This is an optimization exercise on Yosys and OpenROAD, whose aim is small area, a short achievable clock period and few clock cycles, not a production implementation.
In this exercise RTL edits were held to simulation tests only and were not proved equivalent to the original.
Power is estimated from default activity; no workload was simulated.

==> flow/design.v <==
package asc_pkg;
    localparam int CHANNELS  = 4;
    localparam int RING_LOG2 = 4;
    localparam int RING_SIZE = 1 << RING_LOG2;
    localparam int CH_W     = $clog2(CHANNELS);
    localparam int DEPTH    = CHANNELS * RING_SIZE;
    localparam int SAMPLE_W = 12;
    localparam int SUM_W    = SAMPLE_W + RING_LOG2;
    localparam logic [2:0] OP_START = 3'd0;
    localparam logic [2:0] OP_STOP  = 3'd1;
    localparam logic [2:0] OP_TICK  = 3'd2;
    localparam logic [2:0] OP_DONE  = 3'd3;
    localparam logic [2:0] OP_QUERY = 3'd4;
    localparam logic [1:0] CFG_TIMEOUT = 2'd0;
    localparam logic [1:0] CFG_DELAY   = 2'd1;
    localparam logic [1:0] CFG_ROUNDS  = 2'd2;
    localparam logic [1:0] MODE_IDLE  = 2'd0;
    localparam logic [1:0] MODE_WAIT  = 2'd1;
    localparam logic [1:0] MODE_DELAY = 2'd2;
    localparam logic [1:0] CHST_BUSY  = 2'd0;
    localparam logic [1:0] CHST_READY = 2'd1;
    localparam logic [1:0] CHST_ERROR = 2'd2;
    localparam logic [15:0] MEAN_NONE = 16'hFFFF;
endpackage
import asc_pkg::*;
module asc_ring_mem (
    input  logic                         clk,
    input  logic                         we,
    input  logic [asc_pkg::SAMPLE_W-1:0] wdata,
    output logic [asc_pkg::SAMPLE_W-1:0] oldest_2
);
    logic [DEPTH-1:0][SAMPLE_W-1:0] chain;
    always_ff @(posedge clk)
    begin
        if (we)
        begin
            chain <= {chain[DEPTH-2:0], wdata};
        end
    end
    assign oldest_2 = chain[DEPTH-3];
endmodule
import asc_pkg::*;
module asc_avg_unit (
    input  logic                         clk,
    input  logic                         rst_n,
    input  logic                         clear,
    input  logic                         we,
    input  logic                         wrap,
    input  logic [asc_pkg::SAMPLE_W-1:0] wdata,
    input  logic [asc_pkg::SAMPLE_W-1:0] oldest_2,
    input  logic [asc_pkg::CH_W-1:0]     rsel,
    output logic                         rready,
    output logic [asc_pkg::SAMPLE_W-1:0] mean
);
    logic [CHANNELS-1:0][SUM_W-1:0] sum_reg;
    logic [CHANNELS-1:0]            ready_reg;
    logic [SUM_W-1:0]               base_reg;
    logic [SAMPLE_W-1:0]            drop_reg;
    logic [SUM_W-1:0]               sum_new;
    logic [SUM_W-1:0]               base_new;
    logic [SAMPLE_W-1:0]            drop_new;
    logic [SUM_W-1:0]               sum_rd;
    assign sum_new  = base_reg + SUM_W'(wdata);
    assign base_new = sum_reg[1] - SUM_W'(drop_reg);
    assign drop_new = ready_reg[2] ? oldest_2 : '0;
    always_ff @(posedge clk)
    begin
        if (clear)
        begin
            sum_reg  <= '0;
            base_reg <= '0;
            drop_reg <= '0;
        end
        else if (we)
        begin
            sum_reg  <= {sum_new, sum_reg[CHANNELS-1:1]};
            base_reg <= base_new;
            drop_reg <= drop_new;
        end
    end
    always_ff @(posedge clk or negedge rst_n)
    begin
        if (!rst_n)
        begin
            ready_reg <= '0;
        end
        else if (clear)
        begin
            ready_reg <= '0;
        end
        else if (we)
        begin
            ready_reg <= {ready_reg[0] | wrap, ready_reg[CHANNELS-1:1]};
        end
    end
    assign sum_rd = sum_reg[rsel];
    assign rready = ready_reg[rsel];
    assign mean   = sum_rd[RING_LOG2 +: SAMPLE_W];
endmodule
import asc_pkg::*;
module adc_scan_sequencer_with_averaging_top (
    input  logic                         clk,
    input  logic                         rst_n,
    input  logic                         start,
    output logic                         busy,
    input  logic [2:0]                   op,
    input  logic [asc_pkg::SAMPLE_W-1:0] sample,
    input  logic [3:0]                   query_channel,
    input  logic                         cfg_we,
    input  logic [1:0]                   cfg_index,
    input  logic [15:0]                  cfg_data,
    output logic                         result_valid,
    output logic                         convert_request,
    output logic [3:0]                   convert_channel,
    output logic                         converter_stop,
    output logic                         busy_res,
    output logic [1:0]                   channel_state,
    output logic [15:0]                  mean_value
);
    localparam int POS_W = RING_LOG2;
    localparam int QUERY_EDGES = RING_SIZE + 2;
    localparam int QCNT_W      = $clog2(QUERY_EDGES + 1);
    logic [15:0] timeout_reg;
    logic [15:0] delay_reg;
    logic [6:0]  rounds_cfg_reg;
    logic        timeout_le1_reg;
    logic        delay_le1_reg;
    logic        delay_zero_reg;
    logic [1:0]      mode_reg, mode_next;
    logic [CH_W-1:0] cur_ch_reg, cur_ch_next;
    logic [6:0]      rounds_reg, rounds_next;
    logic            last_round_reg;
    logic            last_round_next;
    logic [15:0]     countdown_reg, countdown_next;
    logic            cd_le1_reg, cd_le1_next;
    logic            cd_lo0_reg, cd_lo0_next;
    logic        res_valid_reg;
    logic        pend_reg;
    logic [QCNT_W-1:0] qcnt_reg;
    logic        ready_query;
    logic        res_req_reg, res_req_next;
    logic [3:0]  res_ch_reg, res_ch_next;
    logic        res_stop_reg, res_stop_next;
    logic        res_busy_reg, res_busy_next;
    logic [1:0]  res_state_reg, res_state_next;
    logic [15:0] res_mean_reg, res_mean_next;
    logic                accept;
    logic                q_in_range;
    logic [CH_W-1:0]     q_idx;
    logic [CH_W-1:0]     q_sel;
    logic                q_ready;
    logic [6:0]          rounds_inc;
    logic [CH_W-1:0]     cur_ch_inc;
    logic                cd_le2;
    logic [15:0]         cd_dec;
    logic                ch_wrap;
    logic                ring_wrap;
    logic                finish;
    logic                clear;
    logic                wr;
    logic [6:0]          rounds_cfg_next;
    logic [SAMPLE_W-1:0] oldest_2;
    logic [SAMPLE_W-1:0] mean;
    assign busy          = pend_reg;
    assign accept        = start && !pend_reg;
    assign ready_query   = accept && (op == OP_QUERY) && q_in_range && q_ready;
    assign q_in_range    = (query_channel[3:CH_W] == '0);
    assign q_idx         = query_channel[CH_W-1:0];
    assign q_sel         = q_idx - cur_ch_reg;
    assign rounds_inc    = (rounds_reg == 7'd127) ? rounds_reg : rounds_reg + 7'd1;
    assign cur_ch_inc    = cur_ch_reg + CH_W'(1);
    assign cd_dec        = {countdown_reg[15:8] - {7'd0, cd_lo0_reg}, countdown_reg[7:0] - 8'd1};
    assign cd_le2        = (countdown_reg[15:8] == 8'd0) && (countdown_reg[7:0] <= 8'd2);
    assign ch_wrap       = (cur_ch_reg == CH_W'(CHANNELS - 1));
    assign ring_wrap     = (rounds_reg[POS_W-1:0] == POS_W'(RING_SIZE - 1));
    assign finish        = ch_wrap && last_round_reg;
    assign clear         = accept && (op == OP_START);
    assign wr            = accept && (op == OP_DONE) && (mode_reg == MODE_WAIT);
    assign rounds_cfg_next = (cfg_we && cfg_index == CFG_ROUNDS) ? cfg_data[6:0] : rounds_cfg_reg;
    assign last_round_next = ({1'b0, rounds_reg} + 8'd1 >= {1'b0, rounds_cfg_next});
    asc_ring_mem u_ring (
        .clk      (clk),
        .we       (wr),
        .wdata    (sample),
        .oldest_2 (oldest_2)
    );
    asc_avg_unit u_avg (
        .clk      (clk),
        .rst_n    (rst_n),
        .clear    (clear),
        .we       (wr),
        .wrap     (ring_wrap),
        .wdata    (sample),
        .oldest_2 (oldest_2),
        .rsel     (q_sel),
        .rready   (q_ready),
        .mean     (mean)
    );
    always_comb
    begin
        mode_next      = mode_reg;
        cur_ch_next    = cur_ch_reg;
        rounds_next    = rounds_reg;
        countdown_next = countdown_reg;
        cd_le1_next    = cd_le1_reg;
        cd_lo0_next    = cd_lo0_reg;
        res_req_next   = 1'b0;
        res_ch_next    = '0;
        res_stop_next  = 1'b0;
        res_state_next = CHST_BUSY;
        res_mean_next  = '0;
        if (accept)
        begin
            case (op)
                OP_START:
                begin
                    cur_ch_next    = '0;
                    rounds_next    = '0;
                    mode_next      = MODE_WAIT;
                    countdown_next = timeout_reg;
                    cd_le1_next    = timeout_le1_reg;
                    cd_lo0_next    = (timeout_reg[7:0] == 8'd0);
                    res_req_next   = 1'b1;
                end
                OP_STOP:
                begin
                    res_stop_next = 1'b1;
                    mode_next     = MODE_IDLE;
                end
                OP_TICK:
                begin
                    if (mode_reg == MODE_WAIT)
                    begin
                        if (cd_le1_reg)
                        begin
                            res_stop_next = 1'b1;
                            mode_next     = MODE_IDLE;
                        end
                        else
                        begin
                            countdown_next = cd_dec;
                            cd_le1_next    = cd_le2;
                            cd_lo0_next    = (countdown_reg[7:0] == 8'd1);
                        end
                    end
                    else if (mode_reg == MODE_DELAY)
                    begin
                        if (cd_le1_reg)
                        begin
                            res_req_next   = 1'b1;
                            res_ch_next    = 4'(cur_ch_reg);
                            mode_next      = MODE_WAIT;
                            countdown_next = timeout_reg;
                            cd_le1_next    = timeout_le1_reg;
                            cd_lo0_next    = (timeout_reg[7:0] == 8'd0);
                        end
                        else
                        begin
                            countdown_next = cd_dec;
                            cd_le1_next    = cd_le2;
                            cd_lo0_next    = (countdown_reg[7:0] == 8'd1);
                        end
                    end
                end
                OP_DONE:
                begin
                    if (mode_reg == MODE_WAIT)
                    begin
                        cur_ch_next = cur_ch_inc;
                        if (ch_wrap)
                        begin
                            rounds_next = rounds_inc;
                        end
                        if (finish)
                        begin
                            mode_next = MODE_IDLE;
                        end
                        else if (delay_zero_reg)
                        begin
                            res_req_next   = 1'b1;
                            res_ch_next    = 4'(cur_ch_inc);
                            mode_next      = MODE_WAIT;
                            countdown_next = timeout_reg;
                            cd_le1_next    = timeout_le1_reg;
                            cd_lo0_next    = (timeout_reg[7:0] == 8'd0);
                        end
                        else
                        begin
                            mode_next      = MODE_DELAY;
                            countdown_next = delay_reg;
                            cd_le1_next    = delay_le1_reg;
                            cd_lo0_next    = (delay_reg[7:0] == 8'd0);
                        end
                    end
                end
                OP_QUERY:
                begin
                    if (!q_in_range)
                    begin
                        res_state_next = CHST_ERROR;
                        res_mean_next  = MEAN_NONE;
                    end
                    else if (!q_ready)
                    begin
                        res_state_next = CHST_BUSY;
                        res_mean_next  = MEAN_NONE;
                    end
                    else
                    begin
                        res_state_next = CHST_READY;
                        res_mean_next  = 16'(mean);
                    end
                end
                default:
                begin
                end
            endcase
        end
        res_busy_next = accept && (mode_next != MODE_IDLE);
    end
    always_ff @(posedge clk or negedge rst_n)
    begin
        if (!rst_n)
        begin
            timeout_reg     <= 16'd1000;
            delay_reg       <= 16'd1;
            rounds_cfg_reg  <= 7'd16;
            timeout_le1_reg <= 1'b0;
            delay_le1_reg   <= 1'b1;
            delay_zero_reg  <= 1'b0;
        end
        else if (cfg_we)
        begin
            case (cfg_index)
                CFG_TIMEOUT:
                begin
                    timeout_reg     <= cfg_data;
                    timeout_le1_reg <= (cfg_data <= 16'd1);
                end
                CFG_DELAY:
                begin
                    delay_reg      <= cfg_data;
                    delay_le1_reg  <= (cfg_data <= 16'd1);
                    delay_zero_reg <= (cfg_data == 16'd0);
                end
                CFG_ROUNDS:
                begin
                    rounds_cfg_reg <= cfg_data[6:0];
                end
                default:
                begin
                end
            endcase
        end
    end
    always_ff @(posedge clk or negedge rst_n)
    begin
        if (!rst_n)
        begin
            mode_reg      <= MODE_IDLE;
            res_valid_reg <= 1'b0;
            pend_reg      <= 1'b0;
            qcnt_reg      <= '0;
        end
        else
        begin
            mode_reg      <= mode_next;
            res_valid_reg <= (accept && !ready_query) || (qcnt_reg == QCNT_W'(1));
            pend_reg      <= ready_query || (pend_reg && qcnt_reg != QCNT_W'(1));
            if (ready_query)
            begin
                qcnt_reg <= QCNT_W'(QUERY_EDGES);
            end
            else if (qcnt_reg != '0)
            begin
                qcnt_reg <= qcnt_reg - QCNT_W'(1);
            end
        end
    end
    always_ff @(posedge clk)
    begin
        cur_ch_reg     <= cur_ch_next;
        rounds_reg     <= rounds_next;
        last_round_reg <= last_round_next;
        countdown_reg  <= countdown_next;
        cd_le1_reg     <= cd_le1_next;
        cd_lo0_reg     <= cd_lo0_next;
    end
    always_ff @(posedge clk)
    begin
        if (!pend_reg)
        begin
            res_req_reg   <= res_req_next;
            res_ch_reg    <= res_ch_next;
            res_stop_reg  <= res_stop_next;
            res_busy_reg  <= res_busy_next;
            res_state_reg <= res_state_next;
            res_mean_reg  <= res_mean_next;
        end
    end
    assign result_valid    = res_valid_reg;
    assign convert_request = res_req_reg;
    assign convert_channel = res_ch_reg;
    assign converter_stop  = res_stop_reg;
    assign busy_res        = res_busy_reg;
    assign channel_state   = res_state_reg;
    assign mean_value      = res_mean_reg;
endmodule
Settings: LEC_CHECK=0, ABC_AREA=1, CAP_MARGIN=20, CORE_MARGIN=2, CORE_UTILIZATION=50, CTS_CLUSTER_DIAMETER=80, CTS_CLUSTER_SIZE=28, SETUP_SLACK_MARGIN=2.9, SLEW_MARGIN=20; clock period 5.0 ns.
run.sh (not shown) runs the stock make flow with config.mk's settings and CLKGATE_MAP_FILE= SYNTH_SCRIPT=/design/flow/synth_recipe.tcl, a recipe that flattens the netlist after the stock synthesis.
Testbench counts at the start, summed over its fixed seeds: cycles 47,336.
Then changed:
--- a/flow/design.v
+++ b/flow/design.v
@@ -116,11 +116,11 @@
     output logic                         busy_res,
     output logic [1:0]                   channel_state,
     output logic [15:0]                  mean_value
 );
     localparam int POS_W = RING_LOG2;
-    localparam int QUERY_EDGES = RING_SIZE + 2;
+    localparam int QUERY_EDGES = 4;
     localparam int QCNT_W      = $clog2(QUERY_EDGES + 1);
     logic [15:0] timeout_reg;
     logic [15:0] delay_reg;
     logic [6:0]  rounds_cfg_reg;
     logic        timeout_le1_reg;
Result: The new run passed the timing, design-rule and antenna checks; core utilization is higher by 0.36 points; setup slack gets better by 85 ps; power rose slightly; die area decreases slightly; first-iteration DRC count decreases by about a fifth.
Testbench counts after the change, summed over its fixed seeds: cycles 24,460.

==> what the ideal ports hide <==
Ports are ideal in the flow. The routed layouts listed here were re-timed in OpenROAD.
Step 1 sets driving cells, clkbuf_16 on the clock port and buf_2 on the other inputs (assumed; they add their load-dependent delay and slew).
Step 2 adds t to the input delays and takes it off the output delays; t is the mean of the earliest and latest rising clock arrival at the registers after step 1. Input paths then give back, and output paths get back, about the clock's delay inside the block.
Three values: ideal ports, drivers, drivers and shift; two values: the first two.
run | shift t [ns] | setup WS [ns] | worst setup path after step 2 | slew at the worst register clock pin (ns)
the first run | 0.661 | 2.725 / 2.661 / 2.255 | input to register | 0.11 / 0.11
the second run | 0.657 | 2.809 / 2.748 / 2.321 | input to register | 0.11 / 0.11
After both steps setup and hold are still met in every run listed. The setup slack of the second run, which loses most, moves by -0.061 ns with the drivers and by -0.488 ns with both steps.
